What follows belongs to an exercise in optimizing a design on an open flow for small area and a short achievable clock period; a production flow would make more cautious choices.
In this exercise RTL edits were held to simulation tests only and were not proved equivalent to the original.
The clock port is modelled as an ideal driver, which makes a skipped or thinned clock tree look cheaper than it is; a real chip needs a root buffer or a tree.
Power and IR drop assume default switching activity.

== run 1 ==
// mem_responder
module mem_responder #(
  parameter int WORDS = 64,
  parameter int WAIT  = 2
) (
  input  logic        clk,
  input  logic        reset,
  input  logic        req,
  input  logic        we,
  input  logic [31:0] adr,
  input  logic [31:0] wd,
  input  logic [3:0]  be,
  output logic [31:0] rd,
  output logic        ready,
  output logic        err
);
  logic [3:0] be_in;
  assign be_in = be;
  logic idle_q, b1_q, b2_q, resp_q, err_q;
  logic        we_q;
  logic [63:0] row_q;            
  logic [31:0] wd_q;
  logic [3:0]  be_q;
  logic [7:0]  wrg_q;
  logic [31:0] rd_q;
  logic adr_ok, acc;
  assign adr_ok = (adr[1:0] == 2'b00) && (adr[31:8] == 24'd0);
  assign acc    = idle_q && req;
  always_ff @(posedge clk) begin
    if (reset) begin
      idle_q <= 1'b1;
      b1_q   <= 1'b0;
      b2_q   <= 1'b0;
      resp_q <= 1'b0;
      err_q  <= 1'b0;
      wrg_q  <= '0;
    end else begin
      idle_q <= resp_q || (idle_q && !req);
      b1_q   <= acc && adr_ok;
      b2_q   <= b1_q;
      resp_q <= b2_q || (acc && !adr_ok);
      err_q  <= acc && !adr_ok;
      for (int i = 0; i < 8; i++) wrg_q[i] <= resp_q && we_q && !err_q && (row_q[8*i +: 8] != '0);
    end
  end
  always_ff @(posedge clk) begin
    if (idle_q) begin
      we_q  <= we;
      for (int w = 0; w < 64; w++) row_q[w] <= (adr[7:2] == 6'(w));
      wd_q  <= wd;
      be_q  <= be_in;
    end
  end
  logic p_q;
  always_ff @(posedge clk) p_q <= !p_q;
  logic [63:0] wsel_n;       
  logic [31:0]   wdp;
  logic [2047:0] mem_q, mem_d;
  logic [255:0]  ld;
  logic [3:0]    be_n;
  always_comb begin
    for (int b = 0; b < 4; b++) be_n[b] = !be_q[b];
    for (int i = 0; i < 32; i++) wdp[i] = (wd_q[i] ^ p_q) || be_n[i / 8];
  end
  genvar gw, gi, gg;
  generate
    for (gw = 0; gw < 64; gw++) begin : g_dec
      mr_nand2 u_ws  (.a(row_q[gw]), .b(wrg_q[gw / 8]), .y(wsel_n[gw]));
      for (gi = 0; gi < 4; gi++) begin : g_ld
        mr_nor2 u_ld (.a(wsel_n[gw]), .b(be_n[gi]), .y(ld[4*gw+gi]));
      end
    end
  endgenerate
  generate
    for (gw = 0; gw < 64; gw++) begin : g_w
      for (gi = 0; gi < 32; gi++) begin : g_b
  ...
For scale: ~2200 flip-flops, roughly 71000 µm² of cells after synthesis.
Settings: LEC_CHECK=0, CAP_MARGIN=20, CORE_MARGIN=2, CORE_UTILIZATION=40, SETUP_SLACK_MARGIN=3.3, SLEW_MARGIN=20, SYNTH_HIERARCHICAL=1, SYNTH_MINIMUM_KEEP_SIZE=0; clock period 5.5 ns.
standard.sh (not shown) runs the stock make flow with config.mk's settings and CLKGATE_MAP_FILE= SYNTH_SCRIPT=/design/flow/synth_recipe.tcl, a recipe that flattens the netlist after the stock synthesis.
==> flow/flow/run.sh <==
#!/bin/bash
# The standard layout (standard.sh) with the CTS step replaced and two ORFS settings changed:
#  - port buffers are buf_4 cells (buffer_ports picks a slow delay cell by default);
#  - timing repair may resize a cell to any footprint (sky130hd sets MATCH_CELL_FOOTPRINT=1);
#  - the clock tree is built by flow/cts.tcl (two buffer levels, see flow/clock_tree.tcl)
#    between ORFS's place and route steps.
# Each tool's output goes to its own log here; each ORFS step also keeps its log under orfs/logs.
set -euo pipefail
VARS=(MATCH_CELL_FOOTPRINT=0 "BUFFER_PORTS_ARGS=-buffer_cell sky130_fd_sc_hd__buf_4")
bash standard.sh "${VARS[@]}" place > flow_place.log 2>&1
CTS_SETUP_MARGIN=3.3 openroad -no_init -threads "${NUM_CORES:-4}" -exit flow/cts.tcl > flow_cts.log 2>&1
bash standard.sh "${VARS[@]}" finish > flow_finish.log 2>&1
==> flow/flow/clock_tree.tcl <==
# Clock tree in two levels: the clock port drives four root buffers (buf_16), one per quadrant
# of the flip-flops; each root drives leaf buffers (buf_12), each of which drives a compact
# cluster of at most LEAF_SIZE flip-flop clock pins. Every flip-flop sees the same two buffer
# stages.
set leaf_size [expr {[info exists ::env(LEAF_SIZE)] ? $::env(LEAF_SIZE) : 24}]
set nroot 4
set block [ord::get_db_block]
set db [ord::get_db]
set mbuf [$db findMaster [expr {[info exists ::env(LEAF_CELL)] ? $::env(LEAF_CELL) : "sky130_fd_sc_hd__buf_12"}]]
set mroot [$db findMaster [expr {[info exists ::env(ROOT_CELL)] ? $::env(ROOT_CELL) : "sky130_fd_sc_hd__buf_16"}]]
set clkport [$block findBTerm clk]
set clknet [$clkport getNet]

# sinks: every instance pin on the clock net
set sinks {}
foreach it [$clknet getITerms] {
  set inst [$it getInst]
  set b [$inst getBBox]
  set x [expr {([$b xMin] + [$b xMax]) / 2}]
  set y [expr {([$b yMin] + [$b yMax]) / 2}]
  lappend sinks [list $x $y $it]
}
set n [llength $sinks]
puts "CTS: $n sinks"

# split into nroot groups by x then y (2 x 2)
proc median {vals} { set s [lsort -integer $vals]; return [lindex $s [expr {[llength $s] / 2}]] }
set xs {}; foreach s $sinks { lappend xs [lindex $s 0] }
set xm [median $xs]
set halves [list {} {}]
foreach s $sinks { if {[lindex $s 0] < $xm} { lset halves 0 [concat [lindex $halves 0] [list $s]] } else { lset halves 1 [concat [lindex $halves 1] [list $s]] } }
set groups {}
foreach h $halves {
  set ys {}; foreach s $h { lappend ys [lindex $s 1] }
  set ym [median $ys]
  set lo {}; set hi {}
  foreach s $h { if {[lindex $s 1] < $ym} { lappend lo $s } else { lappend hi $s } }
  lappend groups $lo $hi
}

# cluster each group: columns of sinks sorted by x, each column cut by y into chunks
proc cluster {g k} {
  set n [llength $g]
  set nc [expr {int(ceil(double($n) / $k))}]
  set ncol [expr {max(1, int(round(sqrt($nc))))}]
  set g [lsort -integer -index 0 $g]
  set per [expr {int(ceil(double($n) / $ncol))}]
  set out {}
  for {set c 0} {$c < $ncol} {incr c} {
    set col [lrange $g [expr {$c * $per}] [expr {($c + 1) * $per - 1}]]
    set col [lsort -integer -index 1 $col]
    set m [llength $col]
    set nch [expr {int(ceil(double($m) / $k))}]
    if {$nch == 0} continue
    set sz [expr {int(ceil(double($m) / $nch))}]
    for {set i 0} {$i < $m} {incr i $sz} { lappend out [lrange $col $i [expr {$i + $sz - 1}]] }
  }
  return $out
}

proc centroid {pts} {
  set sx 0; set sy 0
  foreach p $pts { incr sx [lindex $p 0]; incr sy [lindex $p 1] }
  set m [llength $pts]
  return [list [expr {$sx / $m}] [expr {$sy / $m}]]
}

set leafid 0
set rootid 0
foreach g $groups {
  if {[llength $g] == 0} continue
  set rnet [odb::dbNet_create $block "clknet_root_$rootid"]
  $rnet setSigType CLOCK
  set rinst [odb::dbInst_create $block $mroot "clkbuf_root_$rootid"]
  set leaves {}
  foreach cl [cluster $g $leaf_size] {
    set c [centroid $cl]
    set lnet [odb::dbNet_create $block "clknet_leaf_$leafid"]
    $lnet setSigType CLOCK
    set linst [odb::dbInst_create $block $mbuf "clkbuf_leaf_$leafid"]
    $linst setLocation [expr {[lindex $c 0] - 1380}] [expr {[lindex $c 1] - 1360}]
    $linst setPlacementStatus PLACED
    foreach s $cl {
      set it [lindex $s 2]
      $it disconnect
      $it connect $lnet
    }
    [$linst findITerm X] connect $lnet
    [$linst findITerm A] connect $rnet
    lappend leaves $c
    incr leafid
  }
  set c [centroid $leaves]
  $rinst setLocation [expr {[lindex $c 0] - 1380}] [expr {[lindex $c 1] - 1360}]
  $rinst setPlacementStatus PLACED
  [$rinst findITerm X] connect $rnet
  [$rinst findITerm A] connect $clknet
  incr rootid
}
puts "CTS: $rootid roots, $leafid leaves"
==> flow/flow/cts.tcl <==
# Replaces ORFS's CTS step: reads the placed design, builds the clock tree (clock_tree.tcl),
# legalizes, repairs setup and hold as ORFS's cts.tcl does, and writes the files ORFS's next
# step reads.
set res orfs/results/sky130hd/mem_responder/base
set plat $::env(FLOW_HOME)/platforms/sky130hd
read_liberty $plat/lib/sky130_fd_sc_hd__tt_025C_1v80.lib
read_db $res/3_place.odb
read_sdc $res/3_place.sdc
source $plat/setRC.tcl
set_dont_use {sky130_fd_sc_hd__probe_p_8 sky130_fd_sc_hd__probec_p_8 sky130_fd_sc_hd__lpflow_*}

source flow/clock_tree.tcl
set_propagated_clock [all_clocks]
detailed_placement
estimate_parasitics -placement
report_clock_latency
report_clock_skew

repair_timing -setup_margin $::env(CTS_SETUP_MARGIN) -hold_margin 0 -repair_tns 100 -verbose
detailed_placement
check_placement -verbose
estimate_parasitics -placement
report_clock_latency
report_checks -format end -group_path_count 5
report_design_area

write_db $res/4_1_cts.odb
write_sdc -no_timestamp $res/4_cts.sdc
No stage failed in run 1, and the final checks on the layout all came back clean.
Modified inputs, run 2 compared to run 1
Settings: SETUP_SLACK_MARGIN: 3.3 -> 3.4.
-- flow/flow/run.sh --
<<< run 1, line 11
CTS_SETUP_MARGIN=3.3 openroad -no_init -threads "${NUM_CORES:-4}" -exit flow/cts.tcl > flow_cts.log 2>&1
>>> run 2, line 11
CTS_SETUP_MARGIN=3.4 openroad -no_init -threads "${NUM_CORES:-4}" -exit flow/cts.tcl > flow_cts.log 2>&1
-- flow/flow/clock_tree.tcl --
<<< run 1, line 5
set leaf_size [expr {[info exists ::env(LEAF_SIZE)] ? $::env(LEAF_SIZE) : 24}]
>>> run 2, line 5
set leaf_size [expr {[info exists ::env(LEAF_SIZE)] ? $::env(LEAF_SIZE) : 28}]
Notes after the runs:
In run 2, largest fanout on the critical path is higher than in run 1. Delay contributed by the slowest stage of the critical path ends up lower on run 1. Summary of run 2 over run 1: clock period minus worst slack shows a reduction of 130 ps; met3 track utilization from global routing now smaller; sequential share of layout area essentially unchanged. Compared to run 1, run 2 has worst-case headroom to the max-slew limit 9.7 points higher. Per the comparison of run 2 with run 1, first-iteration DRC count lower; final RePlAce weighted congestion higher. Higher total buffers and inverters traversed by the critical path was reported by run 1, not run 2. Number of multi-input combinational cells: run 2 vs run 1 — no meaningful difference. Run 2: minimum setup slack in the final design is 130 ps higher than what run 1 reported.
Changes in run 3 relative to run 2:
-- flow/flow/clock_tree.tcl --
<<< run 2, line 5
set leaf_size [expr {[info exists ::env(LEAF_SIZE)] ? $::env(LEAF_SIZE) : 28}]
>>> run 3, line 5
set leaf_size [expr {[info exists ::env(LEAF_SIZE)] ? $::env(LEAF_SIZE) : 24}]
--- outcome ---
- Taking run 2 as the reference, in run 3 met1 routing resource usage after global routing stayed essentially flat; instance area after placement stayed essentially flat; share of the final layout cell area in sequential cells stayed essentially flat.
- Delta (run 3 minus run 2): design area held steady, number of inserted diodes grew by 1, final worst clock skew shrank by 34 ps.
- Run 3 finished every stage and its layout cleared the timing, DRC and antenna checks.
- Run 2 completed; timing, DRC and antenna clean
- Diff run 2..run 3 | full die area | unchanged
- Re logic depth of the worst setup path including buffers: run 3 and run 2 aren't equal, and the higher value belongs to run 3.
- Switching part of the total power essentially unchanged between run 2 and run 3.
- Power share of the clock group was lower in run 2 than in run 3.
- The fmax of run 3 falls short of that of run 2 by 4.8 MHz.
In every run of this note, the design's own scripts or RTL, not TritonCTS, make the clock network.

-- port drivers added, routing unchanged --
The flow's constraints put no driver on any port. The routed layouts listed below were extracted and timed again, unchanged, in two steps.
Step 1: set_driving_cell puts a clkbuf_16 on clk and a buf_2 on each other input, an assumption about the parent block.
Step 2 times the ports against the registers' clock, not the clock port: input delays grow and output delays shrink by t, the midpoint of the rising clock arrivals with the driver on.
a / b / c = ideal / step 1 / step 2; a / b = the first two.
run | shift t [ns] | slack for setup (ns) | worst setup path at the end
run 1 | 0.748 | 3.214 / 3.163 / 2.908 | input to register
run 2 | 0.735 | 3.342 / 3.191 / 2.937 | input to register
run 3 | 0.746 | 3.320 / 3.186 / 2.961 | input to register
After both steps setup and hold are still met in every run listed. The setup slack of run 2, which loses most, moves by -0.151 ns with the drivers and by -0.405 ns with both steps.
